Context: an optimization exercise on an open-source flow, tuned for small area, a short achievable clock period and few clock cycles per item. The choices shown serve that exercise and are no tape-out recipe.
At most, simulation tests tie the RTL to the original design; equivalence was not proved.
No functional check of the RTL was part of run 1.
Power figures rest on the tool's default switching activity, not on a simulated workload.

==> flow/design.v, too long to show whole: its modules and the start of the top module <==
// module conv2d_stream: 1065 lines
module conv2d_stream #(
    parameter int DATA_W = 8,
    parameter int COEF_W = 8,
    parameter int IMG_W  = 8,
    parameter int IMG_H  = 8,
    parameter int ACC_W  = 20,
    parameter int SHIFT  = 4,
    parameter int OUT_W  = 16
) (
    input  logic              clk,
    input  logic              in_st,
    input  logic              coef_we,
    input  logic [3:0]        coef_addr,
    input  logic [COEF_W-1:0] coef_din,
    input  logic              pix_valid,
    output logic              pix_ready,
    input  logic [DATA_W-1:0] pix_din,
    output logic [OUT_W-1:0]  dout,
    output logic              out_st,
    input  logic              out_ready,
    output logic              frame_done
);
  // ...
==> flow/flow/run.sh <==
#!/bin/bash
# Standard ORFS layout, with one netlist step between synthesis and floorplan:
# flow/polfix.py re-chooses full-adder and AND/NAND polarities to drop inverters.
set -euo pipefail
R=orfs/results/${FLOW_PLATFORM:-sky130hd}/conv2d_stream/base
bash standard.sh synth > synth.log 2>&1
cp $R/1_2_yosys.v $R/1_2_yosys.orig.v
python3 flow/polfix.py $R/1_2_yosys.orig.v $R/1_2_yosys.pf.v > polfix.log 2>&1
cp $R/1_2_yosys.pf.v $R/1_2_yosys.v
touch $R/1_2_yosys.v
bash standard.sh finish > finish.log 2>&1
grep -c polinv_ $R/1_2_yosys.v >> polfix.log || true
==> flow/flow/polfix.py <==
#!/usr/bin/env python3
"""Re-choose the polarity of full adders and two-input AND/NAND gates in a mapped
sky130hd netlist so that fewer inverters are needed.

A full adder is self-dual: FA(~a, ~b, ~c) = (~sum, ~carry).  So any fa cell may be
fed complemented inputs if its consumers take its outputs complemented.  An and2
cell may become a nand2 (and back) the same way.  The netlist's inverters are taken
out, each signal is given the polarity that needs the fewest inverters, and one
inverter per signal is put back where a consumer still needs the other polarity.
Registers, ports and all other cells are left as they are.

usage: polfix.py IN.v OUT.v
"""
import re
import sys

INV_AREA = 3.7536
FLEX = {  # type -> (complement type, area)
    "sky130_fd_sc_hd__and2_1": ("sky130_fd_sc_hd__nand2_1", 6.256),
    "sky130_fd_sc_hd__and2_0": ("sky130_fd_sc_hd__nand2_1", 6.256),
    "sky130_fd_sc_hd__nand2_1": ("sky130_fd_sc_hd__and2_1", 3.7536),
}
FA_TYPES = {"sky130_fd_sc_hd__fa_1", "sky130_fd_sc_hd__fa_2", "sky130_fd_sc_hd__fa_4"}
INV_TYPES = {"sky130_fd_sc_hd__inv_1", "sky130_fd_sc_hd__inv_2", "sky130_fd_sc_hd__clkinv_1"}
OUT_PINS = {"X", "Y", "Q", "Q_N", "SUM", "COUT", "HI", "LO"}

src = open(sys.argv[1]).read()
mod_m = re.search(r"module\s+(\w+)\s*\((.*?)\);", src, re.S)
body_start = mod_m.end()
end_i = src.rindex("endmodule")

cell_re = re.compile(r"^\s*(sky130_fd_sc_hd__\w+)\s+(\S+)\s*\((.*?)\);", re.S | re.M)
pin_re = re.compile(r"\.(\w+)\(\s*(.*?)\s*\)\s*(?:,|$)", re.S)

cells = []
for m in cell_re.finditer(src, body_start, end_i):
    typ, name, body = m.group(1), m.group(2), m.group(3)
    pins = [(p, n.strip()) for p, n in pin_re.findall(body)]
    cells.append({"type": typ, "name": name, "pins": pins, "span": (m.start(), m.end())})

ports = set()
for m in re.finditer(r"^\s*(input|output|inout)\s+(?:wire\s+)?(\[[^\]]*\]\s*)?(\\\S+|\w+)", src[body_start:end_i], re.M):
    ports.add(m.group(3))


def port_of(net):
    b = net.split("[")[0].strip()
    return b in ports or net in ports


if re.search(r"^\s*assign\b", src[body_start:end_i], re.M):
    sys.exit("assign statements are not handled")

driver = {}
loads = {}
for ci, c in enumerate(cells):
    for p, n in c["pins"]:
        if p in OUT_PINS:
            driver[n] = (ci, p)
        else:
            loads.setdefault(n, []).append((ci, p))

# removable inverters: neither side touches a port
removable = set()
for ci, c in enumerate(cells):
    if c["type"] in INV_TYPES:
        d = dict(c["pins"])
        if not port_of(d["A"]) and not port_of(d["Y"]):
            removable.add(ci)


def root(n):
    p = 0
    seen = 0
    while n in driver and driver[n][0] in removable:
        ci = driver[n][0]
        n = dict(cells[ci]["pins"])["A"]
        p ^= 1
        seen += 1
        if seen > 1000:
            raise Exception("inverter loop")
    return n, p


# variables: fa cells and flexible gates; state 1 = output physically complemented
var = {}
for ci, c in enumerate(cells):
    if c["type"] in FA_TYPES or c["type"] in FLEX:
        var[ci] = 0

# consumers of each root: list of (cell index or None, pin, parity)
cons = {}
for ci, c in enumerate(cells):
    if ci in removable:
        continue
    for p, n in c["pins"]:
        if p in OUT_PINS:
            continue
        r, par = root(n)
        cons.setdefault(r, []).append((ci, p, par))
# output ports as consumers wanting the true value
for n in list(driver):
    if port_of(n):
        r, par = root(n)
        cons.setdefault(r, []).append((None, n, par))

roots = set(cons)
root_driver = {}
for r in roots:
    if r in driver:
        ci, p = driver[r]
        root_driver[r] = ci
# roots driven by a variable cell
roots_of_cell = {}
for r, ci in root_driver.items():
    if ci in var:
        roots_of_cell.setdefault(ci, []).append(r)
# roots consumed by each fa cell
fa_in_roots = {}
for r, lst in cons.items():
    for ci, p, par in lst:
        if ci is not None and ci in var and cells[ci]["type"] in FA_TYPES:
            fa_in_roots.setdefault(ci, set()).add(r)


def root_cost(r):
    ci = root_driver.get(r)
    d = var.get(ci, 0) if ci is not None else 0
    need = False
    for cj, p, par in cons[r]:
        want = par
        if cj is not None and cj in var and cells[cj]["type"] in FA_TYPES:
            want ^= var[cj]
        if want != d:
            need = True
            break
    cost = INV_AREA if need else 0.0
    if ci is not None and ci in var and cells[ci]["type"] in FLEX:
        typ = cells[ci]["type"]
        cost += FLEX[typ][1] if var[ci] == 0 else FLEX[FLEX[typ][0]][1]
    return cost


def touched(ci):
    s = set(roots_of_cell.get(ci, []))
    s |= fa_in_roots.get(ci, set())
    return s


def total():
    return sum(root_cost(r) for r in roots)


before = total()
import random
random.seed(1)
flex_in = {}  # fa cell -> flexible cells driving its input roots
for ci in var:
    if cells[ci]["type"] in FA_TYPES:
        fl = set()
        for r in fa_in_roots.get(ci, ()):
            d = root_driver.get(r)
            if d is not None and d in var and cells[d]["type"] in FLEX:
                fl.add(d)
        flex_in[ci] = fl


def move_cells(ci):
    return [ci] + sorted(flex_in.get(ci, ()))


def local_cost(cs):
    t = set()
    for c in cs:
        t |= touched(c)
    return t


varlist = list(var)
cur = before
T = 4.0
iters = 300000
for it in range(iters):
    T = 4.0 * (1 - it / iters) + 0.01
    ci = random.choice(varlist)
    cs = [ci]
    if ci in flex_in and random.random() < 0.7:
        cs = move_cells(ci)
    t = local_cost(cs)
    c0 = sum(root_cost(r) for r in t)
    for c in cs:
        var[c] ^= 1
    c1 = sum(root_cost(r) for r in t)
    dlt = c1 - c0
    if dlt <= 0 or random.random() < pow(2.718281828, -dlt / T):
        cur += dlt
    else:
        for c in cs:
            var[c] ^= 1
improved = True
passes = 0
while improved and passes < 50:
    improved = False
    passes += 1
    for ci in varlist:
        for cs in ([ci], move_cells(ci)):
            t = local_cost(cs)
            c0 = sum(root_cost(r) for r in t)
            for c in cs:
                var[c] ^= 1
            c1 = sum(root_cost(r) for r in t)
            if c1 < c0 - 1e-9:
                improved = True
            else:
                for c in cs:
                    var[c] ^= 1
after = total()
print(f"polfix: {len(removable)} inverters taken out; cost {before:.1f} -> {after:.1f} um2 "
      f"after {passes} passes; {sum(var.values())} cells flipped", file=sys.stderr)

# rewrite
new_inv = {}   # root -> inverter output net
new_cells_txt = []
k = 0


def pname(r):
    """Name of the net the driver of root r drives: renamed when it carries the complement."""
    ci = root_driver.get(r)
    d = var.get(ci, 0) if ci is not None else 0
    if not d:
        return r
    if r.startswith(chr(92)):
        return r + "_pn"
    return r + "_pn"


def phys(r, want):
    """Net carrying root r with polarity want (1 = complemented)."""
    global k
    ci = root_driver.get(r)
    d = var.get(ci, 0) if ci is not None else 0
    if want == d:
        return pname(r)
    if r not in new_inv:
        k += 1
        y = f"polinv_{k}_y"
        new_inv[r] = y
        new_cells_txt.append(f"  sky130_fd_sc_hd__inv_1 polinv_{k} (\n    .A({pname(r)}{' ' if r.startswith(chr(92)) else ''}),\n    .Y({y})\n  );\n")
    return new_inv[r]


repl = {}
renamed = set()
for ci, c in enumerate(cells):
    if ci in removable:
        repl[ci] = ""
        continue
    typ = c["type"]
    if ci in var and typ in FLEX and var[ci]:
        typ = FLEX[typ][0]
    pins = []
    for p, n in c["pins"]:
        if p in OUT_PINS:
            if typ != c["type"]:
                p = "Y" if typ.startswith("sky130_fd_sc_hd__nand") else "X"
            if n in roots and pname(n) != n:
                renamed.add(pname(n))
                n = pname(n)
            pins.append((p, n))
        else:
            r, par = root(n)
            want = par
            if ci in var and c["type"] in FA_TYPES:
                want ^= var[ci]
            pins.append((p, phys(r, want)))
    txt = f"  {typ} {c['name']} (\n" + ",\n".join(f"    .{p}({n}{' ' if n.startswith(chr(92)) else ''})" for p, n in pins) + "\n  );"
    repl[ci] = txt

# output ports driven through removed inverters are not possible (ports excluded), but a port
# net that is a root consumer with parity must still be satisfied
for r, lst in cons.items():
    for cj, n, par in lst:
        if cj is None:
            ci = root_driver.get(r)
            d = var.get(ci, 0) if ci is not None else 0
            if n != r or par != d:
                sys.exit(f"port net {n} would change polarity")

out = []
pos = 0
for ci, c in enumerate(cells):
    a, b = c["span"]
    out.append(src[pos:a])
    out.append(("\n" if repl[ci] else "") + repl[ci])
    pos = b
tail = src[pos:]
decl = "".join(f"  wire {y};\n" for y in new_inv.values())
decl += "".join(f"  wire {y}{' ' if y.startswith(chr(92)) else ''};\n" for y in sorted(renamed))
out.append("\n" + "".join(new_cells_txt))
res = "".join(out) + tail
# declare the new wires right after the module header
res = res[:body_start] + "\n" + decl + res[body_start:]
open(sys.argv[2], "w").write(res)
==> flow/standard.sh <==
#!/bin/bash
# synth_recipe.tcl (not shown) runs the flow's synth.tcl, then flattens the netlist and writes it again
# the make line also repeats each setting of config.mk as NAME=value (left out here)
make -C /OpenROAD-flow-scripts/flow DESIGN_CONFIG=/design/flow/config.mk WORK_HOME=/design/flow/orfs CLKGATE_MAP_FILE= SYNTH_SCRIPT=/design/flow/synth_recipe.tcl "${@:-finish}"
==> flow/config.mk <==
export PLATFORM = sky130hd
export DESIGN_NAME = conv2d_stream
export DESIGN_NICKNAME = conv2d_stream
export VERILOG_FILES = /design/flow/design.v
export SDC_FILE = /design/flow/constraint.sdc
export NUM_CORES = 4
export LEC_CHECK = 0
export CAP_MARGIN = 20
export CORE_MARGIN = 2
export CORE_UTILIZATION = 60
export CTS_CLUSTER_DIAMETER = 120
export CTS_CLUSTER_SIZE = 28
export PLACE_DENSITY = 0.7
export SETUP_SLACK_MARGIN = 4.0
export SLEW_MARGIN = 20
==> flow/constraint.sdc <==
create_clock -name core_clock -period 6.5 [get_ports {clk}]
set_input_delay 1.3000 -clock core_clock [delete_from_list [all_inputs] [get_ports {clk}]]
set_output_delay 1.3000 -clock core_clock [all_outputs]
set_load 0.01 [all_outputs]
==> qor.csv, run 1 <==
stage;metric;value;unit
status;status;finished clean;
layout;drive_gt1_frac;0.172;
timing;worst_slew_pin_slew;1.09;ns
timing;setup_slack;3.77;ns
clock_network;clockRootBuffer;clkbuf_16;
timing;fmax;366;MHz
layout;final_util;0.682;
routing;met1_length;32000;um
global_route;grt_pass1_vias;21144;
global_route;grt_pass1_wl;126000;um
placement;place_inst;3085;
layout;layout_common_cells;613 x nand2_1, 448 x fa_1, 303 x dfxtp_1, 228 x edfxtp_1, 108 x buf_4;
layout;stdcell_count;3282;
layout;post-route-cell-area;35900;um2
routing;drtPass1Iterations;6;
placement;io_buffers;43;
floorplan;start_util;0.606;
layout;fillerInstances;3726;
worst_setup_path;startpoint;sr_q[5];
layout;largest_class;multi-input gates;
worst_setup_path;r2r_slack;3.77;ns
layout;multi_input_area_share;0.494;
clock_network;clk-insertion-delay-late;0.62;ns
layout;nClkBuffers;44;
worst_setup_path;worst_path_most_repeated_cell;fa_2;
timing;setup_viol;0;
routing;top_layer;met4;
worst_setup_path;cp.required;7.01;ns
global_route;gr-usage-met1;0.414;
timing;drv_slew;0;
worst_setup_path;critPathMaxStageDelay;0.58;ns
power_and_ir_drop;seqPwrFrac;0.491;
global_route;overflow;0;
placement;placed_area;33100;um2
==> inputs of run 2 (changes only) <==
--- a/flow/design.v
+++ b/flow/design.v
@@ -173,27 +173,28 @@
     logic s1057, c1058, s1059, c1060, s1061, c1062, s1063, c1064, s1065, c1066, s1067, c1068, s1069, c1070, s1071, c1072;
     logic s1073, c1074, s1075, c1076, s1077, c1078, s1079, c1080, s1081, c1082, s1083, c1084, s1085, c1086, s1087, c1088;
     logic s1089, c1090, s1091, c1092, s1093, c1094, s1095, c1096, s1097, c1098, s1099, c1100, s1101, c1102, s1103, c1104;
     logic s1105, c1106, s1107, c1108, s1109, c1110, s1111, c1112, s1113, c1114, s1115, c1116, s1117, c1118, s1119, c1120;
     logic s1121, c1122, s1123, c1124, s1125, c1126, s1127, c1128, s1129, c1130, s1131, c1132, s1133, c1134, s1135, c1136;
     logic s1137, c1138, s1139, c1140, s1141, c1142, s1143, c1144, s1145, c1146, s1147, c1148, s1149, c1150, s1151, c1152;
     logic s1153, c1154, s1155, c1156, s1157, c1158, s1159, c1160, s1161, c1162, s1163, c1164, s1165, c1166, s1167, c1168;
     logic s1169, c1170, s1171, c1172, s1173, c1174, s1175, c1176, s1177, c1178, s1179, c1180, s1181, c1182, s1183, c1184;
-    logic s1185, c1186, s1187, c1188, s1189, c1190, s1191, c1192, s1193, c1194, s1195, c1196, s1197, c1198, s1199, c1200;
+    logic r2_1185, r2_1186, r2_1187, r2_1188, r2_1189, r2_1190, r2_1191, r2_1192, r2_1193, r2_1194, r2_1195, r2_1196, r2_1197, r2_1198, r2_1199, r2_1200;
     logic r2_1201, r2_1202, r2_1203, r2_1204, r2_1205, r2_1206, r2_1207, r2_1208, r2_1209, r2_1210, r2_1211, r2_1212, r2_1213, r2_1214, r2_1215, r2_1216;
     logic r2_1217, r2_1218, r2_1219, r2_1220, r2_1221, r2_1222, r2_1223, r2_1224, r2_1225, r2_1226, r2_1227, r2_1228, r2_1229, r2_1230, r2_1231, r2_1232;
     logic r2_1233, r2_1234, r2_1235, r2_1236, r2_1237, r2_1238, r2_1239, r2_1240, r2_1241, r2_1242, r2_1243, r2_1244, r2_1245, r2_1246, r2_1247, r2_1248;
-    logic r2_1249, r2_1250, r2_1251, r2_1252, r2_1253, r2_1254, r2_1255, r2_1256, r2_1257, r2_1258, s1259, c1260, s1261, c1262, s1263, c1264;
+    logic r2_1249, r2_1250, s1251, c1252, s1253, c1254, s1255, c1256, s1257, c1258, s1259, c1260, s1261, c1262, s1263, c1264;
     logic s1265, c1266, s1267, c1268, s1269, c1270, s1271, c1272, s1273, c1274, s1275, c1276, s1277, c1278, s1279, c1280;
     logic s1281, c1282, s1283, c1284, s1285, c1286, s1287, c1288, s1289, c1290, s1291, c1292, s1293, c1294, s1295, c1296;
     logic s1297, c1298, s1299, c1300, s1301, c1302, s1303, c1304, s1305, c1306, s1307, c1308, s1309, c1310, s1311, c1312;
-    logic s1313, c1314, s1315, c1316, s1317, c1318, s1319, c1320, r3_1321, r3_1322, r3_1323, r3_1324, r3_1325, r3_1326, r3_1327, r3_1328;
+    logic s1313, c1314, s1315, c1316, s1317, c1318, s1319, c1320, s1321, c1322, s1323, c1324, s1325, c1326, s1327, c1328;
     logic r3_1329, r3_1330, r3_1331, r3_1332, r3_1333, r3_1334, r3_1335, r3_1336, r3_1337, r3_1338, r3_1339, r3_1340, r3_1341, r3_1342, r3_1343, r3_1344;
-    logic r3_1345, r3_1346, r3_1347, r3_1348, r3_1349, r3_1350, r3_1351, r3_1352, r3_1353;
+    logic r3_1345, r3_1346, r3_1347, r3_1348, r3_1349, r3_1350, r3_1351, r3_1352, r3_1353, r3_1354, r3_1355, r3_1356, r3_1357, r3_1358, r3_1359, r3_1360;
+    logic r3_1361;
     assign {c2, s1} = nw0[0][0] + nw1[0][0] + nw2[0][0];
     assign {c4, s3} = nw3[0][0] + nw4[0][0] + nw5[0][0];
     assign {c6, s5} = nw0[0][1] + nw0[1][0] + nw1[0][1];
     assign {c8, s7} = nw1[1][0] + nw2[0][1] + nw2[1][0];
     assign {c10, s9} = nw3[0][1] + nw3[1][0] + nw4[0][1];
     assign {c12, s11} = nw4[1][0] + nw5[0][1] + nw5[1][0];
     assign {c14, s13} = nw6[0][1] + nw6[1][0] + nw7[0][1];
     assign {c16, s15} = nw0[0][2] + nw0[1][1] + nw0[2][0];
@@ -532,223 +533,223 @@
     assign {c682, s681} = s527 + s529 + s531;
     assign {c684, s683} = c526 + c528 + c530;
     assign {c686, s685} = c532 + c534 + c536;
     assign {c688, s687} = s537 + s539 + s541;
     assign {c690, s689} = s543 + s325 + nw7[7][6];
     assign {c692, s691} = c538 + c540 + c542;
     assign {c694, s693} = c544 + s545 + s547;
     assign {c696, s695} = c546 + c548 + c550;
-    assign {c862, s861} = r1_697 + r1_698 + nw8[0][0];
-    assign {c864, s863} = r1_699 + r1_700 + r1_701;
-    assign {c866, s865} = r1_702 + r1_703 + r1_704;
-    assign {c868, s867} = r1_705 + nw8[0][2] + nw8[1][1];
-    assign {c870, s869} = r1_706 + r1_707 + r1_708;
-    assign {c872, s871} = r1_709 + r1_710 + r1_711;
-    assign {c874, s873} = nw8[0][3] + nw8[1][2] + nw8[2][1];
-    assign {c876, s875} = r1_712 + r1_713 + r1_714;
-    assign {c878, s877} = r1_715 + r1_716 + r1_717;
-    assign {c880, s879} = r1_718 + r1_719 + r1_720;
-    assign {c882, s881} = r1_721 + nw8[0][4] + nw8[1][3];
-    assign {c884, s883} = nw8[2][2] + nw8[3][1] + nw8[4][0];
-    assign {c886, s885} = r1_722 + r1_723 + r1_724;
-    assign {c888, s887} = r1_725 + r1_726 + r1_727;
-    assign {c890, s889} = r1_728 + r1_729 + r1_730;
-    assign {c892, s891} = r1_731 + r1_732 + nw8[0][5];
-    assign {c894, s893} = nw8[1][4] + nw8[2][3] + nw8[3][2];
-    assign {c896, s895} = r1_733 + r1_734 + r1_735;
-    assign {c898, s897} = r1_736 + r1_737 + r1_738;
-    assign {c900, s899} = r1_739 + r1_740 + r1_741;
-    assign {c902, s901} = r1_742 + r1_743 + r1_744;
-    assign {c904, s903} = r1_745 + nw8[0][6] + nw8[1][5];
-    assign {c906, s905} = nw8[2][4] + nw8[3][3] + nw8[4][2];
-    assign {c908, s907} = r1_746 + r1_747 + r1_748;
-    assign {c910, s909} = r1_749 + r1_750 + r1_751;
-    assign {c912, s911} = r1_752 + r1_753 + r1_754;
-    assign {c914, s913} = r1_755 + r1_756 + r1_757;
-    assign {c916, s915} = r1_758 + r1_759 + r1_760;
-    assign {c918, s917} = r1_761 + r1_762 + nw8[0][7];
-    assign {c920, s919} = nw8[1][6] + nw8[2][5] + nw8[3][4];
-    assign {c922, s921} = nw8[4][3] + nw8[5][2] + nw8[6][1];
-    assign {c924, s923} = r1_763 + r1_764 + r1_765;
-    assign {c926, s925} = r1_766 + r1_767 + r1_768;
-    assign {c928, s927} = r1_769 + r1_770 + r1_771;
-    assign {c930, s929} = r1_772 + r1_773 + r1_774;
-    assign {c932, s931} = r1_775 + r1_776 + r1_777;
-    assign {c934, s933} = r1_778 + r1_779 + r1_780;
-    assign {c936, s935} = nw8[1][7] + nw8[2][6] + nw8[3][5];
-    assign {c938, s937} = nw8[4][4] + nw8[5][3] + nw8[6][2];
-    assign {c940, s939} = r1_781 + r1_782 + r1_783;
-    assign {c942, s941} = r1_784 + r1_785 + r1_786;
-    assign {c944, s943} = r1_787 + r1_788 + r1_789;
-    assign {c946, s945} = r1_790 + r1_791 + r1_792;
-    assign {c948, s947} = r1_793 + r1_794 + r1_795;
-    assign {c950, s949} = r1_796 + r1_797 + r1_798;
-    assign {c952, s951} = nw8[2][7] + nw8[3][6] + nw8[4][5];
-    assign {c954, s953} = nw8[5][4] + nw8[6][3] + nw8[7][2];
-    assign {c956, s955} = r1_799 + r1_800 + r1_801;
-    assign {c958, s957} = r1_802 + r1_803 + r1_804;
-    assign {c960, s959} = r1_805 + r1_806 + r1_807;
-    assign {c962, s961} = r1_808 + r1_809 + r1_810;
-    assign {c964, s963} = r1_811 + r1_812 + r1_813;
-    assign {c966, s965} = nw8[3][7] + nw8[4][6] + nw8[5][5];
-    assign {c968, s967} = r1_814 + r1_815 + r1_816;
-    assign {c970, s969} = r1_817 + r1_818 + r1_819;
-    assign {c972, s971} = r1_820 + r1_821 + r1_822;
-    assign {c974, s973} = r1_823 + r1_824 + r1_825;
-    assign {c976, s975} = r1_826 + r1_827 + nw8[4][7];
-    assign {c978, s977} = nw8[5][6] + nw8[6][5] + nw8[7][4];
-    assign {c980, s979} = r1_828 + r1_829 + r1_830;
-    assign {c982, s981} = r1_831 + r1_832 + r1_833;
-    assign {c984, s983} = r1_834 + r1_835 + r1_836;
-    assign {c986, s985} = r1_837 + r1_838 + r1_839;
-    assign {c988, s987} = nw8[5][7] + nw8[6][6] + nw8[7][5];
-    assign {c990, s989} = r1_840 + r1_841 + r1_842;
-    assign {c992, s991} = r1_843 + r1_844 + r1_845;
-    assign {c994, s993} = r1_846 + r1_847 + nw8[6][7];
-    assign {c996, s995} = r1_848 + r1_849 + r1_850;
-    assign {c998, s997} = r1_851 + r1_852 + r1_853;
-    assign {c1000, s999} = r1_855 + r1_856 + r1_857;
-    assign {c1002, s1001} = c862 + s863 + nw8[0][1];
-    assign {c1004, s1003} = c864 + s865 + s867;
-    assign {c1006, s1005} = c866 + c868 + s869;
-    assign {c1008, s1007} = s871 + s873 + nw8[3][0];
-    assign {c1010, s1009} = c870 + c872 + c874;
-    assign {c1012, s1011} = s875 + s877 + s879;
-    assign {c1014, s1013} = c876 + c878 + c880;
-    assign {c1016, s1015} = c882 + c884 + s885;
-    assign {c1018, s1017} = s887 + s889 + s891;
-    assign {c1020, s1019} = s893 + nw8[4][1] + nw8[5][0];
-    assign {c1022, s1021} = c886 + c888 + c890;
-    assign {c1024, s1023} = c892 + c894 + s895;
-    assign {c1026, s1025} = s897 + s899 + s901;
-    assign {c1028, s1027} = s903 + s905 + nw8[5][1];
-    assign {c1030, s1029} = c896 + c898 + c900;
-    assign {c1032, s1031} = c902 + c904 + c906;
-    assign {c1034, s1033} = s907 + s909 + s911;
-    assign {c1036, s1035} = s913 + s915 + s917;
-    assign {c1038, s1037} = s919 + s921 + nw8[7][0];
-    assign {c1040, s1039} = c908 + c910 + c912;
-    assign {c1042, s1041} = c914 + c916 + c918;
-    assign {c1044, s1043} = c920 + c922 + s923;
-    assign {c1046, s1045} = s925 + s927 + s929;
-    assign {c1048, s1047} = s931 + s933 + s935;
-    assign {c1050, s1049} = c924 + c926 + c928;
-    assign {c1052, s1051} = c930 + c932 + c934;
-    assign {c1054, s1053} = c936 + c938 + s939;
-    assign {c1056, s1055} = s941 + s943 + s945;
-    assign {c1058, s1057} = s947 + s949 + s951;
-    assign {c1060, s1059} = c940 + c942 + c944;
-    assign {c1062, s1061} = c946 + c948 + c950;
-    assign {c1064, s1063} = c952 + c954 + s955;
-    assign {c1066, s1065} = s957 + s959 + s961;
-    assign {c1068, s1067} = s963 + s965 + nw8[6][4];
-    assign {c1070, s1069} = c956 + c958 + c960;
-    assign {c1072, s1071} = c962 + c964 + c966;
-    assign {c1074, s1073} = s967 + s969 + s971;
-    assign {c1076, s1075} = s973 + s975 + s977;
-    assign {c1078, s1077} = c968 + c970 + c972;
-    assign {c1080, s1079} = c974 + c976 + c978;
-    assign {c1082, s1081} = s979 + s981 + s983;
-    assign {c1084, s1083} = c980 + c982 + c984;
-    assign {c1086, s1085} = c986 + c988 + s989;
-    assign {c1088, s1087} = s991 + s993 + nw8[7][6];
-    assign {c1090, s1089} = c990 + c992 + c994;
-    assign {c1092, s1091} = s995 + s997 + r1_854;
-    assign {c1094, s1093} = c996 + c998 + s999;
-    assign {c1096, s1095} = c1002 + s1003 + nw8[2][0];
-    assign {c1098, s1097} = c1004 + s1005 + s1007;
-    assign {c1100, s1099} = c1006 + c1008 + s1009;
-    assign {c1102, s1101} = s1011 + s881 + s883;
-    assign {c1104, s1103} = c1010 + c1012 + s1013;
-    assign {c1106, s1105} = s1015 + s1017 + s1019;
+    assign {c862, s861} = r1_699 + r1_700 + r1_701;
+    assign {c864, s863} = r1_702 + r1_703 + r1_704;
+    assign {c866, s865} = r1_706 + r1_707 + r1_708;
+    assign {c868, s867} = r1_709 + r1_710 + r1_711;
+    assign {c870, s869} = r1_712 + r1_713 + r1_714;
+    assign {c872, s871} = r1_715 + r1_716 + r1_717;
+    assign {c874, s873} = r1_718 + r1_719 + r1_720;
+    assign {c876, s875} = r1_722 + r1_723 + r1_724;
+    assign {c878, s877} = r1_725 + r1_726 + r1_727;
+    assign {c880, s879} = r1_728 + r1_729 + r1_730;
+    assign {c882, s881} = r1_733 + r1_734 + r1_735;
+    assign {c884, s883} = r1_736 + r1_737 + r1_738;
+    assign {c886, s885} = r1_739 + r1_740 + r1_741;
+    assign {c888, s887} = r1_742 + r1_743 + r1_744;
+    assign {c890, s889} = r1_746 + r1_747 + r1_748;
+    assign {c892, s891} = r1_749 + r1_750 + r1_751;
+    assign {c894, s893} = r1_752 + r1_753 + r1_754;
+    assign {c896, s895} = r1_755 + r1_756 + r1_757;
+    assign {c898, s897} = r1_758 + r1_759 + r1_760;
+    assign {c900, s899} = r1_763 + r1_764 + r1_765;
+    assign {c902, s901} = r1_766 + r1_767 + r1_768;
+    assign {c904, s903} = r1_769 + r1_770 + r1_771;
+    assign {c906, s905} = r1_772 + r1_773 + r1_774;
+    assign {c908, s907} = r1_775 + r1_776 + r1_777;
+    assign {c910, s909} = r1_778 + r1_779 + r1_780;
+    assign {c912, s911} = r1_781 + r1_782 + r1_783;
+    assign {c914, s913} = r1_784 + r1_785 + r1_786;
+    assign {c916, s915} = r1_787 + r1_788 + r1_789;
+    assign {c918, s917} = r1_790 + r1_791 + r1_792;
+    assign {c920, s919} = r1_793 + r1_794 + r1_795;
+    assign {c922, s921} = r1_796 + r1_797 + r1_798;
+    assign {c924, s923} = r1_799 + r1_800 + r1_801;
+    assign {c926, s925} = r1_802 + r1_803 + r1_804;
+    assign {c928, s927} = r1_805 + r1_806 + r1_807;
+    assign {c930, s929} = r1_808 + r1_809 + r1_810;
+    assign {c932, s931} = r1_811 + r1_812 + r1_813;
+    assign {c934, s933} = r1_814 + r1_815 + r1_816;
+    assign {c936, s935} = r1_817 + r1_818 + r1_819;
+    assign {c938, s937} = r1_820 + r1_821 + r1_822;
+    assign {c940, s939} = r1_823 + r1_824 + r1_825;
+    assign {c942, s941} = r1_828 + r1_829 + r1_830;
+    assign {c944, s943} = r1_831 + r1_832 + r1_833;
+    assign {c946, s945} = r1_834 + r1_835 + r1_836;
+    assign {c948, s947} = r1_837 + r1_838 + r1_839;
+    assign {c950, s949} = r1_840 + r1_841 + r1_842;
+    assign {c952, s951} = r1_843 + r1_844 + r1_845;
+    assign {c954, s953} = r1_848 + r1_849 + r1_850;
+    assign {c956, s955} = r1_851 + r1_852 + r1_853;
+    assign {c958, s957} = r1_855 + r1_856 + r1_857;
+    assign {c960, s959} = r1_697 + r1_698 + nw8[0][0];
+    assign {c962, s961} = s861 + nw8[0][1] + nw8[1][0];
+    assign {c964, s963} = c862 + s863 + r1_705;
+    assign {c966, s965} = nw8[0][2] + nw8[1][1] + nw8[2][0];
+    assign {c968, s967} = c864 + s865 + s867;
+    assign {c970, s969} = nw8[0][3] + nw8[1][2] + nw8[2][1];
+    assign {c972, s971} = c866 + c868 + s869;
+    assign {c974, s973} = s871 + s873 + r1_721;
+    assign {c976, s975} = nw8[0][4] + nw8[1][3] + nw8[2][2];
+    assign {c978, s977} = c870 + c872 + c874;
+    assign {c980, s979} = s875 + s877 + s879;
+    assign {c982, s981} = r1_731 + r1_732 + nw8[0][5];
+    assign {c984, s983} = nw8[1][4] + nw8[2][3] + nw8[3][2];
+    assign {c986, s985} = c876 + c878 + c880;
+    assign {c988, s987} = s881 + s883 + s885;
+    assign {c990, s989} = s887 + r1_745 + nw8[0][6];
+    assign {c992, s991} = nw8[1][5] + nw8[2][4] + nw8[3][3];
+    assign {c994, s993} = nw8[4][2] + nw8[5][1] + nw8[6][0];
+    assign {c996, s995} = c882 + c884 + c886;
+    assign {c998, s997} = c888 + s889 + s891;
+    assign {c1000, s999} = s893 + s895 + s897;
+    assign {c1002, s1001} = r1_761 + r1_762 + nw8[0][7];
+    assign {c1004, s1003} = nw8[1][6] + nw8[2][5] + nw8[3][4];
+    assign {c1006, s1005} = nw8[4][3] + nw8[5][2] + nw8[6][1];
+    assign {c1008, s1007} = c890 + c892 + c894;
+    assign {c1010, s1009} = c896 + c898 + s899;
+    assign {c1012, s1011} = s901 + s903 + s905;
+    assign {c1014, s1013} = s907 + s909 + nw8[1][7];
+    assign {c1016, s1015} = nw8[2][6] + nw8[3][5] + nw8[4][4];
+    assign {c1018, s1017} = nw8[5][3] + nw8[6][2] + nw8[7][1];
+    assign {c1020, s1019} = c900 + c902 + c904;
+    assign {c1022, s1021} = c906 + c908 + c910;
+    assign {c1024, s1023} = s911 + s913 + s915;
+    assign {c1026, s1025} = s917 + s919 + s921;
+    assign {c1028, s1027} = nw8[2][7] + nw8[3][6] + nw8[4][5];
+    assign {c1030, s1029} = nw8[5][4] + nw8[6][3] + nw8[7][2];
+    assign {c1032, s1031} = c912 + c914 + c916;
+    assign {c1034, s1033} = c918 + c920 + c922;
+    assign {c1036, s1035} = s923 + s925 + s927;
+    assign {c1038, s1037} = s929 + s931 + nw8[3][7];
+    assign {c1040, s1039} = nw8[4][6] + nw8[5][5] + nw8[6][4];
+    assign {c1042, s1041} = c924 + c926 + c928;
+    assign {c1044, s1043} = c930 + c932 + s933;
+    assign {c1046, s1045} = s935 + s937 + s939;
+    assign {c1048, s1047} = r1_826 + r1_827 + nw8[4][7];
+    assign {c1050, s1049} = nw8[5][6] + nw8[6][5] + nw8[7][4];
+    assign {c1052, s1051} = c934 + c936 + c938;
+    assign {c1054, s1053} = c940 + s941 + s943;
+    assign {c1056, s1055} = s945 + s947 + nw8[5][7];
+    assign {c1058, s1057} = c942 + c944 + c946;
+    assign {c1060, s1059} = c948 + s949 + s951;
+    assign {c1062, s1061} = r1_846 + r1_847 + nw8[6][7];
+    assign {c1064, s1063} = c950 + c952 + s953;
+    assign {c1066, s1065} = s955 + r1_854 + nw8[7][7];
+    assign {c1068, s1067} = c954 + c956 + s957;
+    assign {c1070, s1069} = c962 + s963 + s965;
+    assign {c1072, s1071} = c964 + c966 + s967;
+    assign {c1074, s1073} = c968 + c970 + s971;
+    assign {c1076, s1075} = s973 + s975 + nw8[3][1];
+    assign {c1078, s1077} = c972 + c974 + c976;
+    assign {c1080, s1079} = s977 + s979 + s981;
+    assign {c1082, s1081} = s983 + nw8[4][1] + nw8[5][0];
+    assign {c1084, s1083} = c978 + c980 + c982;
+    assign {c1086, s1085} = c984 + s985 + s987;
+    assign {c1088, s1087} = s989 + s991 + s993;
+    assign {c1090, s1089} = c986 + c988 + c990;
+    assign {c1092, s1091} = c992 + c994 + s995;
+    assign {c1094, s1093} = s997 + s999 + s1001;
+    assign {c1096, s1095} = s1003 + s1005 + nw8[7][0];
+    assign {c1098, s1097} = c996 + c998 + c1000;
+    assign {c1100, s1099} = c1002 + c1004 + c1006;
+    assign {c1102, s1101} = s1007 + s1009 + s1011;
+    assign {c1104, s1103} = s1013 + s1015 + s1017;
+    assign {c1106, s1105} = c1008 + c1010 + c1012;
     assign {c1108, s1107} = c1014 + c1016 + c1018;
-    assign {c1110, s1109} = c1020 + s1021 + s1023;
-    assign {c1112, s1111} = s1025 + s1027 + nw8[6][0];
-    assign {c1114, s1113} = c1022 + c1024 + c1026;
-    assign {c1116, s1115} = c1028 + s1029 + s1031;
-    assign {c1118, s1117} = s1033 + s1035 + s1037;
-    assign {c1120, s1119} = c1030 + c1032 + c1034;
-    assign {c1122, s1121} = c1036 + c1038 + s1039;
-    assign {c1124, s1123} = s1041 + s1043 + s1045;
-    assign {c1126, s1125} = s1047 + s937 + nw8[7][1];
-    assign {c1128, s1127} = c1040 + c1042 + c1044;
-    assign {c1130, s1129} = c1046 + c1048 + s1049;
-    assign {c1132, s1131} = s1051 + s1053 + s1055;
-    assign {c1134, s1133} = c1050 + c1052 + c1054;
-    assign {c1136, s1135} = c1056 + c1058 + s1059;
-    assign {c1138, s1137} = s1061 + s1063 + s1065;
-    assign {c1140, s1139} = c1060 + c1062 + c1064;
-    assign {c1142, s1141} = c1066 + c1068 + s1069;
-    assign {c1144, s1143} = s1071 + s1073 + s1075;
-    assign {c1146, s1145} = c1070 + c1072 + c1074;
-    assign {c1148, s1147} = c1076 + s1077 + s1079;
-    assign {c1150, s1149} = s1081 + s985 + s987;
-    assign {c1152, s1151} = c1078 + c1080 + c1082;
-    assign {c1154, s1153} = s1083 + s1085 + s1087;
-    assign {c1156, s1155} = c1084 + c1086 + c1088;
-    assign {c1158, s1157} = s1089 + s1091 + nw8[7][7];
-    assign {c1160, s1159} = c1090 + c1092 + s1093;
-    assign {c1162, s1161} = c1094 + c1000 + r1_860;
-    assign {c1164, s1163} = c1098 + s1099 + s1101;
-    assign {c1166, s1165} = c1100 + c1102 + s1103;
-    assign {c1168, s1167} = c1104 + c1106 + s1107;
-    assign {c1170, s1169} = c1108 + c1110 + c1112;
-    assign {c1172, s1171} = s1113 + s1115 + s1117;
-    assign {c1174, s1173} = c1114 + c1116 + c1118;
-    assign {c1176, s1175} = s1119 + s1121 + s1123;
-    assign {c1178, s1177} = c1120 + c1122 + c1124;
-    assign {c1180, s1179} = c1126 + s1127 + s1129;
-    assign {c1182, s1181} = s1131 + s1057 + s953;
-    assign {c1184, s1183} = c1128 + c1130 + c1132;
-    assign {c1186, s1185} = s1133 + s1135 + s1137;
-    assign {c1188, s1187} = c1134 + c1136 + c1138;
-    assign {c1190, s1189} = s1139 + s1141 + s1143;
-    assign {c1192, s1191} = c1140 + c1142 + c1144;
-    assign {c1194, s1193} = s1145 + s1147 + s1149;
-    assign {c1196, s1195} = c1146 + c1148 + c1150;
-    assign {c1198, s1197} = c1152 + c1154 + s1155;
-    assign {c1200, s1199} = c1156 + c1158 + s1159;
-    assign {c1260, s1259} = r2_1208 + r2_1209 + r2_1210;
-    assign {c1262, s1261} = r2_1211 + r2_1212 + r2_1213;
-    assign {c1264, s1263} = r2_1215 + r2_1216 + r2_1217;
-    assign {c1266, s1265} = r2_1218 + r2_1219 + r2_1220;
-    assign {c1268, s1267} = r2_1223 + r2_1224 + r2_1225;
-    assign {c1270, s1269} = r2_1228 + r2_1229 + r2_1230;
-    assign {c1272, s1271} = r2_1231 + r2_1232 + r2_1233;
-    assign {c1274, s1273} = r2_1235 + r2_1236 + r2_1237;
-    assign {c1276, s1275} = r2_1239 + r2_1240 + r2_1241;
-    assign {c1278, s1277} = r2_1243 + r2_1244 + r2_1245;
-    assign {c1280, s1279} = r2_1248 + r2_1249 + r2_1250;
-    assign {c1282, s1281} = r2_1251 + r2_1252 + r2_1253;
-    assign {c1284, s1283} = r2_1255 + r2_1256 + r2_1257;
-    assign s1285 = ~(c1264 ^ s1265);
-    assign c1286 = c1264 | s1265;
-    assign {c1288, s1287} = c1266 + s1267 + r2_1226;
-    assign {c1290, s1289} = c1268 + s1269 + s1271;
-    assign {c1292, s1291} = c1270 + c1272 + s1273;
-    assign s1293 = ~(c1274 ^ s1275);
-    assign c1294 = c1274 | s1275;
-    assign {c1296, s1295} = c1276 + s1277 + r2_1246;
-    assign s1297 = ~(c1260 ^ s1261);
-    assign c1298 = c1260 | s1261;
-    assign s1299 = ~(c1262 ^ s1263);
-    assign c1300 = c1262 | s1263;
-    assign {c1302, s1301} = s1285 + r2_1221 + r2_1222;
-    assign {c1304, s1303} = c1286 + s1287 + r2_1227;
-    assign {c1306, s1305} = c1288 + s1289 + r2_1234;
-    assign {c1308, s1307} = c1290 + s1291 + r2_1238;
-    assign {c1310, s1309} = c1292 + s1293 + r2_1242;
-    assign {c1312, s1311} = c1294 + s1295 + r2_1247;
-    assign {c1314, s1313} = c1296 + c1278 + s1279;
-    assign {c1316, s1315} = c1280 + s1281 + r2_1254;
-    assign s1317 = ~(c1282 ^ s1283);
-    assign c1318 = c1282 | s1283;
-    assign s1319 = ~(c1284 ^ r2_1258);
-    assign c1320 = c1284 | r2_1258;
+    assign {c1110, s1109} = s1019 + s1021 + s1023;
+    assign {c1112, s1111} = s1025 + s1027 + s1029;
+    assign {c1114, s1113} = c1020 + c1022 + c1024;
+    assign {c1116, s1115} = c1026 + c1028 + c1030;
+    assign {c1118, s1117} = s1031 + s1033 + s1035;
+    assign {c1120, s1119} = s1037 + s1039 + nw8[7][3];
+    assign {c1122, s1121} = c1032 + c1034 + c1036;
+    assign {c1124, s1123} = c1038 + c1040 + s1041;
+    assign {c1126, s1125} = s1043 + s1045 + s1047;
+    assign {c1128, s1127} = c1042 + c1044 + c1046;
+    assign {c1130, s1129} = c1048 + c1050 + s1051;
+    assign {c1132, s1131} = s1053 + s1055 + nw8[6][6];
+    assign {c1134, s1133} = c1052 + c1054 + c1056;
+    assign {c1136, s1135} = s1057 + s1059 + s1061;
+    assign {c1138, s1137} = c1058 + c1060 + c1062;
+    assign {c1140, s1139} = c1064 + c1066 + s1067;
+    assign {c1142, s1141} = c1068 + c958 + r1_860;
+    assign {c1144, s1143} = c1070 + s1071 + s969;
+    assign {c1146, s1145} = c1072 + s1073 + s1075;
+    assign {c1148, s1147} = c1074 + c1076 + s1077;
+    assign {c1150, s1149} = c1078 + c1080 + c1082;
+    assign {c1152, s1151} = s1083 + s1085 + s1087;
+    assign {c1154, s1153} = c1084 + c1086 + c1088;
+    assign {c1156, s1155} = s1089 + s1091 + s1093;
+    assign {c1158, s1157} = c1090 + c1092 + c1094;
+    assign {c1160, s1159} = c1096 + s1097 + s1099;
+    assign {c1162, s1161} = c1098 + c1100 + c1102;
+    assign {c1164, s1163} = c1104 + s1105 + s1107;
+    assign {c1166, s1165} = c1106 + c1108 + c1110;
+    assign {c1168, s1167} = c1112 + s1113 + s1115;
+    assign {c1170, s1169} = c1114 + c1116 + c1118;
+    assign {c1172, s1171} = c1120 + s1121 + s1123;
+    assign {c1174, s1173} = c1122 + c1124 + c1126;
+    assign {c1176, s1175} = s1127 + s1129 + s1131;
+    assign {c1178, s1177} = c1128 + c1130 + c1132;
+    assign {c1180, s1179} = s1133 + s1135 + nw8[7][6];
+    assign {c1182, s1181} = c1134 + c1136 + s1137;
+    assign {c1184, s1183} = c1138 + s1139 + r1_858;
+    assign {c1252, s1251} = r2_1191 + r2_1192 + r2_1193;
+    assign {c1254, s1253} = r2_1194 + r2_1195 + r2_1196;
+    assign {c1256, s1255} = r2_1198 + r2_1199 + r2_1200;
+    assign {c1258, s1257} = r2_1201 + r2_1202 + r2_1203;
+    assign {c1260, s1259} = r2_1206 + r2_1207 + r2_1208;
+    assign {c1262, s1261} = r2_1209 + r2_1210 + r2_1211;
+    assign {c1264, s1263} = r2_1212 + r2_1213 + r2_1214;
+    assign {c1266, s1265} = r2_1215 + r2_1216 + r2_1217;
+    assign {c1268, s1267} = r2_1218 + r2_1219 + r2_1220;
+    assign {c1270, s1269} = r2_1221 + r2_1222 + r2_1223;
+    assign {c1272, s1271} = r2_1224 + r2_1225 + r2_1226;
+    assign {c1274, s1273} = r2_1227 + r2_1228 + r2_1229;
+    assign {c1276, s1275} = r2_1230 + r2_1231 + r2_1232;
+    assign {c1278, s1277} = r2_1235 + r2_1236 + r2_1237;
+    assign {c1280, s1279} = r2_1239 + r2_1240 + r2_1241;
+    assign {c1282, s1281} = r2_1244 + r2_1245 + r2_1246;
+    assign {c1284, s1283} = r2_1247 + r2_1248 + r2_1249;
+    assign {c1286, s1285} = c1252 + s1253 + r2_1197;
+    assign {c1288, s1287} = c1256 + s1257 + r2_1204;
+    assign {c1290, s1289} = c1258 + s1259 + s1261;
+    assign {c1292, s1291} = c1260 + c1262 + s1263;
+    assign {c1294, s1293} = c1264 + c1266 + s1267;
+    assign {c1296, s1295} = c1268 + c1270 + s1271;
+    assign {c1298, s1297} = c1272 + c1274 + s1275;
+    assign {c1300, s1299} = c1276 + s1277 + r2_1238;
+    assign {c1302, s1301} = c1278 + s1279 + r2_1242;
+    assign s1303 = ~(c1296 ^ s1297);
+    assign c1304 = c1296 | s1297;
+    assign s1305 = ~(c1286 ^ c1254);
+    assign c1306 = c1286 | c1254;
+    assign s1307 = ~(s1287 ^ r2_1205);
+    assign c1308 = s1287 | r2_1205;
+    assign s1309 = ~(c1288 ^ s1289);
+    assign c1310 = c1288 | s1289;
+    assign {c1312, s1311} = c1290 + s1291 + s1265;
+    assign {c1314, s1313} = c1292 + s1293 + s1269;
+    assign {c1316, s1315} = c1294 + s1295 + s1273;
+    assign {c1318, s1317} = s1303 + r2_1233 + r2_1234;
+    assign {c1320, s1319} = c1304 + c1298 + s1299;
+    assign {c1322, s1321} = c1300 + s1301 + r2_1243;
+    assign {c1324, s1323} = c1302 + c1280 + s1281;
+    assign s1325 = ~(c1282 ^ s1283);
+    assign c1326 = c1282 | s1283;
+    assign s1327 = ~(c1284 ^ r2_1250);
+    assign c1328 = c1284 | r2_1250;
     always_ff @(posedge clk) begin
         r1_697 <= s331;
         r1_698 <= nw7[0][0];
         r1_699 <= s551;
         r1_700 <= s13;
         r1_701 <= nw7[1][0];
         r1_702 <= c552;
         r1_703 <= s553;
@@ -904,120 +905,128 @@
         r1_853 <= s693;
         r1_854 <= s549;
         r1_855 <= c692;
         r1_856 <= c694;
         r1_857 <= s695;
         r1_858 <= c328;
         r1_859 <= c330;
         r1_860 <= c696;
-        r2_1201 <= s861;
-        r2_1202 <= s1001;
-        r2_1203 <= nw8[1][0];
-        r2_1204 <= s1095;
-        r2_1205 <= c1096;
-        r2_1206 <= s1097;
-        r2_1207 <= s1163;
-        r2_1208 <= c1164;
-        r2_1209 <= s1165;
-        r2_1210 <= s1105;
-        r2_1211 <= c1166;
-        r2_1212 <= s1167;
-        r2_1213 <= s1109;
-        r2_1214 <= s1111;
-        r2_1215 <= c1168;
-        r2_1216 <= s1169;
-        r2_1217 <= s1171;
-        r2_1218 <= c1170;
-        r2_1219 <= c1172;
-        r2_1220 <= s1173;
-        r2_1221 <= s1175;
-        r2_1222 <= s1125;
-        r2_1223 <= c1174;
-        r2_1224 <= c1176;
-        r2_1225 <= s1177;
-        r2_1226 <= s1179;
-        r2_1227 <= s1181;
-        r2_1228 <= c1178;
-        r2_1229 <= c1180;
-        r2_1230 <= c1182;
-        r2_1231 <= s1183;
-        r2_1232 <= s1185;
-        r2_1233 <= s1067;
-        r2_1234 <= nw8[7][3];
-        r2_1235 <= c1184;
-        r2_1236 <= c1186;
-        r2_1237 <= s1187;
-        r2_1238 <= s1189;
-        r2_1239 <= c1188;
-        r2_1240 <= c1190;
-        r2_1241 <= s1191;
-        r2_1242 <= s1193;
-        r2_1243 <= c1192;
-        r2_1244 <= c1194;
-        r2_1245 <= s1195;
-        r2_1246 <= s1151;
-        r2_1247 <= s1153;
-        r2_1248 <= c1196;
-        r2_1249 <= s1197;
-        r2_1250 <= s1157;
-        r2_1251 <= c1198;
-        r2_1252 <= s1199;
-        r2_1253 <= r1_858;
-        r2_1254 <= r1_859;
-        r2_1255 <= c1200;
-        r2_1256 <= c1160;
-        r2_1257 <= s1161;
-        r2_1258 <= c1162;
-        r3_1321 <= r2_1201;
-        r3_1322 <= r2_1202;
-        r3_1323 <= r2_1203;
-        r3_1324 <= r2_1204;
-        r3_1325 <= r2_1205;
-        r3_1326 <= r2_1206;
-        r3_1327 <= r2_1207;
-        r3_1328 <= s1259;
-        r3_1329 <= s1297;
-        r3_1330 <= r2_1214;
-        r3_1331 <= c1298;
-        r3_1332 <= s1299;
-        r3_1333 <= c1300;
-        r3_1334 <= s1301;
-        r3_1335 <= c1302;
-        r3_1336 <= s1303;
-        r3_1337 <= c1304;
-        r3_1338 <= s1305;
+        r2_1185 <= s959;
+        r2_1186 <= c960;
+        r2_1187 <= s961;
+        r2_1188 <= s1069;
+        r2_1189 <= s1143;
+        r2_1190 <= nw8[3][0];
+        r2_1191 <= c1144;
+        r2_1192 <= s1145;
+        r2_1193 <= nw8[4][0];
+        r2_1194 <= c1146;
+        r2_1195 <= s1147;
+        r2_1196 <= s1079;
+        r2_1197 <= s1081;
+        r2_1198 <= c1148;
+        r2_1199 <= s1149;
+        r2_1200 <= s1151;
+        r2_1201 <= c1150;
+        r2_1202 <= c1152;
+        r2_1203 <= s1153;
+        r2_1204 <= s1155;
+        r2_1205 <= s1095;
+        r2_1206 <= c1154;
+        r2_1207 <= c1156;
+        r2_1208 <= s1157;
+        r2_1209 <= s1159;
+        r2_1210 <= s1101;
+        r2_1211 <= s1103;
+        r2_1212 <= c1158;
+        r2_1213 <= c1160;
+        r2_1214 <= s1161;
+        r2_1215 <= s1163;
+        r2_1216 <= s1109;
+        r2_1217 <= s1111;
+        r2_1218 <= c1162;
+        r2_1219 <= c1164;
+        r2_1220 <= s1165;
+        r2_1221 <= s1167;
+        r2_1222 <= s1117;
+        r2_1223 <= s1119;
+        r2_1224 <= c1166;
+        r2_1225 <= c1168;
+        r2_1226 <= s1169;
+        r2_1227 <= s1171;
+        r2_1228 <= s1125;
+        r2_1229 <= s1049;
+        r2_1230 <= c1170;
+        r2_1231 <= c1172;
+        r2_1232 <= s1173;
+        r2_1233 <= s1175;
+        r2_1234 <= nw8[7][5];
+        r2_1235 <= c1174;
+        r2_1236 <= c1176;
+        r2_1237 <= s1177;
+        r2_1238 <= s1179;
+        r2_1239 <= c1178;
+        r2_1240 <= c1180;
+        r2_1241 <= s1181;
+        r2_1242 <= s1063;
+        r2_1243 <= s1065;
+        r2_1244 <= c1182;
+        r2_1245 <= s1183;
+        r2_1246 <= r1_859;
+        r2_1247 <= c1184;
+        r2_1248 <= c1140;
+        r2_1249 <= s1141;
+        r2_1250 <= c1142;
+        r3_1329 <= r2_1185;
+        r3_1330 <= r2_1186;
+        r3_1331 <= r2_1187;
+        r3_1332 <= r2_1188;
+        r3_1333 <= r2_1189;
+        r3_1334 <= r2_1190;
+        r3_1335 <= s1251;
+        r3_1336 <= s1285;
+        r3_1337 <= s1305;
+        r3_1338 <= s1255;
         r3_1339 <= c1306;
         r3_1340 <= s1307;
         r3_1341 <= c1308;
         r3_1342 <= s1309;
         r3_1343 <= c1310;
         r3_1344 <= s1311;
         r3_1345 <= c1312;
         r3_1346 <= s1313;
         r3_1347 <= c1314;
         r3_1348 <= s1315;
         r3_1349 <= c1316;
         r3_1350 <= s1317;
         r3_1351 <= c1318;
         r3_1352 <= s1319;
         r3_1353 <= c1320;
+        r3_1354 <= s1321;
+        r3_1355 <= c1322;
+        r3_1356 <= s1323;
+        r3_1357 <= c1324;
+        r3_1358 <= s1325;
+        r3_1359 <= c1326;
+        r3_1360 <= s1327;
+        r3_1361 <= c1328;
     end
     always_ff @(posedge clk) begin
         if (in_st) begin
             v_q[2:1] <= '0;
             l_q[2:1] <= '0;
         end else begin
             v_q[2:1] <= v_q[1:0];
             l_q[2:1] <= l_q[1:0];
         end
     end
     logic [ACC_W-1:0] na, nb, sum;
-    assign na = {1'b1, r3_1353, r3_1351, r3_1349, r3_1347, r3_1345, r3_1343, r3_1341, r3_1339, r3_1337, r3_1335, r3_1333, r3_1331, r3_1329, r3_1328, r3_1327, r3_1325, r3_1324, r3_1322, r3_1321};
-    assign nb = {1'b1, 1'b1, r3_1352, r3_1350, r3_1348, r3_1346, r3_1344, r3_1342, r3_1340, r3_1338, r3_1336, r3_1334, r3_1332, r3_1330, 1'b1, 1'b1, r3_1326, 1'b1, r3_1323, 1'b1};
+    assign na = {1'b1, r3_1361, r3_1359, r3_1357, r3_1355, r3_1353, r3_1351, r3_1349, r3_1347, r3_1345, r3_1343, r3_1341, r3_1339, r3_1337, r3_1336, r3_1335, r3_1333, r3_1332, r3_1330, r3_1329};
+    assign nb = {1'b1, 1'b1, r3_1360, r3_1358, r3_1356, r3_1354, r3_1352, r3_1350, r3_1348, r3_1346, r3_1344, r3_1342, r3_1340, r3_1338, 1'b1, 1'b1, r3_1334, 1'b1, r3_1331, 1'b1};
     assign sum = (~na) + (~nb);
     logic [OUT_W-1:0] res;
     logic             res_v, res_l;
     assign res   = sum[SHIFT +: OUT_W];    
     assign res_v = v_q[2];
     assign res_l = l_q[2];
     logic [OUT_W-1:0] hd_q;
     logic             hv_q, hl_q, fd_q;
==> flow/config.mk (replaced) <==
export PLATFORM = sky130hd
export DESIGN_NAME = conv2d_stream
export DESIGN_NICKNAME = conv2d_stream
export VERILOG_FILES = /design/flow/design.v
export SDC_FILE = /design/flow/constraint.sdc
export NUM_CORES = 4
export LEC_CHECK = 0
export CAP_MARGIN = 20
export CORE_MARGIN = 2
export CORE_UTILIZATION = 70
export CTS_CLUSTER_DIAMETER = 100
export CTS_CLUSTER_SIZE = 24
export PLACE_DENSITY = 0.8
export SETUP_SLACK_MARGIN = 4.0
export SLEW_MARGIN = 20
==> run 2 against run 1 <==
Against the previous run:
- critical path type unchanged
- flip-flop and latch count rose by 8
- clock skew fell by 0.0080 ns
- via count rose by 1.5%
- clock power rose by 8%
- synthesized cell count fell by 1.1%
- combinational power fell by about 40%
- maximum frequency rose by 8.9%
- utilization rose by 9.4 points
- power fell by 14%
- non-clock buffer count fell by 44
==> qor.csv, run 2 <==
stage;metric;value;unit;change
status;status;finished clean;;unchanged
power_and_ir_drop;p_int;5.87;mW;was 6.47 mW
clock_network;tritoncts_num_sinks;600;;was 592
routing;vias_per_cell;6.38;;was 6.00
floorplan;fp-row-count;78;;was 84
timing;fin_crit_sh;0.386;;was 0.420
global_route;grt_usage;0.366;;was 0.312
job;cap_viol_max_count;0;;unchanged
timing;fin_crit;2.51;ns;was 2.73 ns
layout;top_regs;sr_q x144, coef_q x72, qd_q x64;;unchanged
worst_setup_path;startpoint_type;flip-flop;;unchanged
worst_setup_path;worstPathCellList;fa_1, fa_2, fa_1, fa_1;;was buf_12, nand2_4, fa_2, fa_2, fa_2, fa_2
floorplan;die_x;217;um;was 234 um
global_route;grt_pass1_vias;21724;;was 21.1k
clock_network;cts_buffers;29;;was 25
floorplan;start_util;0.704;;was 0.606
routing;ant_nets;0;;unchanged
power_and_ir_drop;seqPwrFrac;0.533;;was 0.491
worst_setup_path;cp_max_fo;1;;was 5
floorplan;design.core.area;45100;um2;was 52600 um2
yosys;syn-cell-area;31700;um2;was 31800 um2
timing;fmax;399;MHz;was 366 MHz
power_and_ir_drop;power.share.combinational;0.214;;was 0.306
clock_network;clock_path_buffers;3;;unchanged
placement;gp_congestion;0.967;;was 1.02
routing;drc;0;;unchanged
worst_setup_path;startpoint;r1_749;;was sr_q[5]
layout;syn2layout_area_growth;10.3;%;was 12.6%
worst_setup_path;cp.arrival;3.01;ns;was 3.24 ns
min_path;hold_path_startpoint;r2_1187;;was r2_1214
timing;drv_slew;0;;unchanged
global_route;grt_max_degree;151;;unchanged
power_and_ir_drop;swShare;0.290;;was 0.323
routing;wl_per_cell;26.7;um;was 25.6 um
power_and_ir_drop;ir_worst_vdd;253;uV;was 261 uV
worst_setup_path;cp.required;7.00;ns;was 7.01 ns
yosys;syn_nets;2988;;was 3017
routing;drtPass1Iterations;6;;unchanged
power_and_ir_drop;cellLeakagePower;10.6;nW;was 11.0 nW
global_route;overflow;0;;unchanged
floorplan;ios;44;;unchanged
clock_network;h-tree-depth;1;;unchanged
layout;nets;3113;;was 3178
layout;drive_gt1_frac;0.118;;was 0.172
clock_network;clk_pin_slew_worst_paths;0.10;ns;was 0.12 ns
worst_setup_path;worst_path_most_repeated_cell;fa_1;;was fa_2
timing;tns;0;ns;unchanged
timing;finalClockSkew;0.0304;ns;was 0.0384 ns
routing;routed-via-count;19999;;was 19.7k
yosys;syn_avg_cell_area;13.3;um2;was 13.2 um2
layout;layout_common_cells;624 x nand2_1, 525 x fa_1, 320 x dfxtp_1, 228 x edfxtp_1, 102 x nor2_1;;was 613 x nand2_1, 448 x fa_1, 303 x dfxtp_1, 228 x edfxtp_1, 108 x buf_4
floorplan;fp.dieArea;47100;um2;was 54900 um2
timing;worst_slew_pin_slew;1.08;ns;was 1.09 ns
layout;final_common_cell;nand2_1;;unchanged
placement;io_buffers;43;;unchanged
timing;hold_viol_final;0;;unchanged
clock_network;clockRootBuffer;clkbuf_16;;unchanged
routing;drt_iter0_markers;2023;;was 1706
layout;final_util;0.777;;was 0.682
timing;setup_viol;0;;unchanged
worst_setup_path;r2r-start;r1_749;;was sr_q[5]
worst_setup_path;cp_num_buf_inv;0;;was 1
global_route;grt_pass1_wl;127000;um;was 126000 um
timing;timing.slew.headroom;0.278;;was 0.267
yosys;syn_inst;2387;;was 2414
worst_setup_path;cpLargestDelayFamily;adder cells;;unchanged
worst_setup_path;worst-setup-path-type;flip-flop to flip-flop;;unchanged
clock_network;cts_tree;yes;;unchanged
floorplan;die_h;217;um;was 234 um
layout;largest_reg_flops;144;;unchanged
global_route;antenna_found_initial;2;;was 0
clock_network;clk-insertion-delay-late;0.62;ns;about the same
power_and_ir_drop;clkPwrFrac;0.254;;was 0.203
yosys;ys_warn_count;1;;unchanged
routing;postRouteWirelength;83800;um;was 84200 um
placement;dp.final_hpwl;60600;um;was 60700 um
power_and_ir_drop;p_per_area;236;nW/um2;was 267 nW/um2
worst_setup_path;cpMaxStageDelayCell;fa_1;;was fa_2
layout;regMostFlops;sr_q;;unchanged
timing;hold_slack;0.336;ns;was 0.333 ns
min_path;hp-class;flip-flop to flip-flop;;unchanged
worst_setup_path;endpoint_kind;flip-flop;;unchanged
power_and_ir_drop;p_sw;2.40;mW;was 3.09 mW
worst_setup_path;critPathMaxStageDelay;0.61;ns;was 0.58 ns
timing;rsz0062_at_grt;true;;unchanged
[run 2: final cells by class]
type                    count  area (um2)
diodes                      2        5.00
clock buffers              48         797
clock inverters             3        58.8
fillers                  2661       10100
inverters                  92         353
multi-input cells        1632       17100
flip-flops and latches    600       14400
well taps                 600         751
repair buffers            157        1580
[run 2: power groups by stage]
stage                     clock (mW)  combinational, mW  sequential [mW]
after floorplan                    0               1.09             4.44
after global placement             0               1.43             4.53
after detailed placement           0               1.54             4.54
after CTS                       2.10               1.67             4.41
after global routing            2.22               1.94             4.43
final                           2.10               1.76             4.40
[run 2: layer usage]
metal | wire length [um] | track usage
met1 | 29700 | 0.457
met2 | 42500 | 0.636
met3 | 7350 | 0.0709
met4 | 4310 | 0.151
met5 | 9 | 0
[run 2: per-stage QoR]
stage	instance area, um2	total power [mW]	worst slack (ns)	std cells
after CTS	34500	8.18	3.93	3092
after global routing	35000	8.59	3.94	3132
final	35000	8.27	3.99	3134
after global placement	32800	5.96	2.54	2972
after floorplan	31800	5.53	2.46	2387
after detailed placement	32800	6.08	2.51	2972
[run 2: worst paths after layout]
path	to	slack [ns]	cells past startpoint
setup / recovery	r2_1204	3.99	4
hold / removal	r3_1331	0.34	0
setup reg to reg	r2_1204	3.99	4
hold reg to reg	r3_1331	0.34	0
[run 2: repair_timing]
item | 4_1_cts | 5_1_grt
setup endpoints to repair | 243 | 103
gates resized for setup | 124 | 69
pin swaps | 8 | 24
setup buffers | 69 | 40
hold buffers | 0 | 0
Testbench counts of run 2, summed over its fixed seeds: cycles 16,512, items 9,216.
==> inputs of run 3 (changes only) <==
--- a/flow/config.mk
+++ b/flow/config.mk
@@ -7,9 +7,9 @@
 export LEC_CHECK = 0
 export CAP_MARGIN = 20
 export CORE_MARGIN = 2
-export CORE_UTILIZATION = 70
+export CORE_UTILIZATION = 60
 export CTS_CLUSTER_DIAMETER = 100
 export CTS_CLUSTER_SIZE = 24
-export PLACE_DENSITY = 0.8
-export SETUP_SLACK_MARGIN = 4.0
+export PLACE_DENSITY = 0.7
+export SETUP_SLACK_MARGIN = 3.8
 export SLEW_MARGIN = 20
==> run 3 against run 2 <==
Against the previous run:
- wire length is 5.5% lower
- via count decreased by 5.2%
- setup slack got worse by 0.15 ns
- synthesized area stayed put
- clock power hardly changed
- first-iteration DRC count down 13%
- non-clock buffer count is 73 lower
- clock skew is 0.0087 ns lower
- power fell by 2.4%
- sequential power rose by 0.9%
- sequential share of layout area is 0.81 points higher
- flip-flop and latch count is the same
==> qor.csv, run 3 <==
stage;metric;value;unit;change
worst_setup_path;cp_max_fo;9;;was 1
routing;postRouteWirelength;79200;um;was 83800 um
clock_network;clk_pin_slew_worst_paths;0.10;ns;about the same
status;status;finished clean;;unchanged
clock_network;clockRootBuffer;clkbuf_16;;unchanged
layout;largest_reg_flops;144;;unchanged
min_path;whs_endpoint;r3_1333;;was r3_1331
layout;top_regs;sr_q x144, coef_q x72, qd_q x64;;unchanged
timing;drv_slew;0;;unchanged
timing;finalClockSkew;0.0218;ns;was 0.0304 ns
layout;nets;3040;;was 3113
clock_network;cts_tree;yes;;unchanged
worst_setup_path;r2r-start;sr_q[10];;was r1_749
layout;final_common_cell;nand2_1;;unchanged
yosys;syn_avg_cell_area;13.3;um2;unchanged
placement;place_inst;3059;;was 2972
power_and_ir_drop;swShare;0.287;;was 0.290
routing;top_layer;met4;;was met5
power_and_ir_drop;p_sw;2.32;mW;was 2.40 mW
layout;regMostFlops;sr_q;;unchanged
routing;met1_length;31200;um;was 29700 um
layout;drive_gt1_frac;0.0536;;was 0.118
power_and_ir_drop;p_int;5.75;mW;was 5.87 mW
floorplan;fp-row-count;84;;was 78
placement;dp.final_hpwl;60700;um;was 60600 um
yosys;ys_warn_count;1;;unchanged
timing;fmax;376;MHz;was 399 MHz
clock_network;hold_buffers;0;;unchanged
floorplan;ios;44;;unchanged
layout;syn2layout_area_growth;7.80;%;was 10.3%
global_route;grt_max_degree;136;;was 151
routing;dr_wl_met2;39800;um;was 42500 um
placement;io_buffers;43;;unchanged
clock_network;clk-insertion-delay-late;0.63;ns;was 0.62 ns
routing;drt_iter0_markers;1762;;was 2023
worst_setup_path;worst-setup-path-type;flip-flop to flip-flop;;unchanged
routing;drtPass1Iterations;7;;was 6
floorplan;die_h;234;um;was 217 um
global_route;grt_pass1_wl;123000;um;was 127000 um
layout;post-route-cell-area;34200;um2;was 35000 um2
global_route;grt_usage;0.304;;was 0.366
floorplan;design.core.area;52400;um2;was 45100 um2
power_and_ir_drop;seqPwrFrac;0.550;;was 0.533
clock_network;clock_path_buffers;3;;unchanged
worst_setup_path;rr_endpoint;r1_812;;was r2_1204
floorplan;start_util;0.605;;was 0.704
timing;setup_viol;0;;unchanged
timing;rsz0062_at_grt;false;;was true
power_and_ir_drop;power.share.combinational;0.190;;was 0.214
worst_setup_path;reg2reg_depth;4;;unchanged
power_and_ir_drop;p_per_area;236;nW/um2;about the same
timing;worst_slew_pin_slew;1.18;ns;was 1.08 ns
worst_setup_path;startpoint_type;flip-flop;;unchanged
timing;fin_crit;2.66;ns;was 2.51 ns
clock_network;tritoncts_num_sinks;600;;unchanged
clock_network;cts_buffers;29;;unchanged
min_path;hold_path_startpoint;r2_1189;;was r2_1187
timing;tns;0;ns;unchanged
power_and_ir_drop;clkPwrFrac;0.260;;was 0.254
min_path;hp-class;flip-flop to flip-flop;;unchanged
layout;stdcell_count;3150;;was 3134
routing;wl_met3;5420;um;was 7350 um
global_route;antenna_found_initial;0;;was 2
timing;fin_crit_sh;0.409;;was 0.386
yosys;syn_inst;2387;;unchanged
yosys;syn_nets;2988;;unchanged
timing;hold_viol_final;0;;unchanged
floorplan;die_x;234;um;was 217 um
timing;timing.slew.headroom;0.215;;was 0.278
global_route;overflow;0;;unchanged
routing;wl_per_cell;25.1;um;was 26.7 um
worst_setup_path;endpoint_kind;flip-flop;;unchanged
floorplan;fp.dieArea;54800;um2;was 47100 um2
power_and_ir_drop;ir_worst_vdd;225;uV;was 253 uV
min_path;holdPathStages;0;;unchanged
routing;ant_nets;0;;unchanged
routing;vias_per_cell;6.02;;was 6.38
placement;placed_area;32900;um2;was 32800 um2
layout;layout_common_cells;624 x nand2_1, 542 x fa_1, 364 x dfxtp_1, 228 x edfxtp_1, 102 x nor2_1;;was 624 x nand2_1, 525 x fa_1, 320 x dfxtp_1, 228 x edfxtp_1, 102 x nor2_1
clock_network;h-tree-depth;1;;unchanged
layout;fillerInstances;3848;;was 2661
worst_setup_path;r2r_slack;3.84;ns;was 3.99 ns
yosys;syn-cell-area;31700;um2;unchanged
worst_setup_path;cp.arrival;3.15;ns;was 3.01 ns
power_and_ir_drop;cellLeakagePower;10.2;nW;was 10.6 nW
routing;routed-via-count;18955;;was 20.0k
routing;drc;0;;unchanged
worst_setup_path;cp.required;6.99;ns;was 7.00 ns
job;cap_viol_max_count;0;;unchanged
global_route;grt_pass1_vias;20705;;was 21.7k
placement;gp_congestion;0.989;;was 0.967
-- run 3: worst max path at each step --
stage / from / to / slack (ns) / depth (start not counted)
6_report: sr_q[10] / r1_812 / 3.84 / 4
5_1_grt: r3_1333 / qd_q[61] / 3.72 / 8
4_1_cts: out_ready / qn_q[2] / 3.61 / 11
3_5_place_dp: out_ready / qn_q[2] / 2.47 / 11
3_3_place_gp: out_ready / qn_q[2] / 2.56 / 11
2_1_floorplan: pix_valid / row_q[0] / 2.46 / 5
-- run 3: per-stage QoR --
stage,utilization,power (mW),setup slack [ns],hold slack [ns]
2_1_floorplan,-,5.53,2.46,0.310
3_3_place_gp,0.627,5.96,2.56,0.313
3_5_place_dp,0.627,6.04,2.47,0.314
4_1_cts,0.650,8.10,3.61,0.336
5_1_grt,0.652,8.49,3.72,0.350
6_report,0.652,8.07,3.84,0.334
-- run 3: area by class of cell --
type                            instances  area [um2]  share of cell area
Antenna cell                            1        2.50           0.0000731
Tap cell                              688         861              0.0252
Sequential cell                       600       14300               0.418
Inverter                               92         353              0.0103
Multi-Input combinational cell       1632       17000               0.496
Clock buffer                           50         805              0.0235
Clock inverter                          3        48.8             0.00143
Timing Repair Buffer                   84         863              0.0252
-- run 3: repair_timing --
action                                  CTS  global route
endpoints found under the setup margin  115            61
pin swaps                                 0             2
gates resized for setup                  34            15
cloned                                    0             0
endpoints found under the hold margin     0             0
setup buffers                            29             7
-- run 3: layer usage --
layer  vias up  GRT usage
li1       7924          -
met1      9944      0.405
met2       875      0.522
met3       212     0.0426
met4         0     0.0967
met5         -          0
-- run 3: worst max-delay path: stages (launching register included) --
cell      delay [ns]
edfxtp_1        0.78
nand2_1         0.17
fa_1            0.49
fa_1            0.54
fa_1            0.54
-- run 3: power groups by stage --
| stage | registers [mW] | clock network [mW] | logic, mW |
|---|---|---|---|
| final | 4.44 | 2.10 | 1.53 |
| after global routing | 4.46 | 2.24 | 1.78 |
| after CTS | 4.44 | 2.13 | 1.53 |
| after detailed placement | 4.54 | 0 | 1.49 |
| after global placement | 4.53 | 0 | 1.42 |
| after floorplan | 4.44 | 0 | 1.09 |

Re-timed with assumed drivers on the ports (clkbuf_16 on the clock, buf_2 on other inputs), run 3 has 3.812 ns of setup slack against 3.841 ns with ideal ports, and 3.336 ns once port delays also move by the mid clock arrival of 0.679 ns.
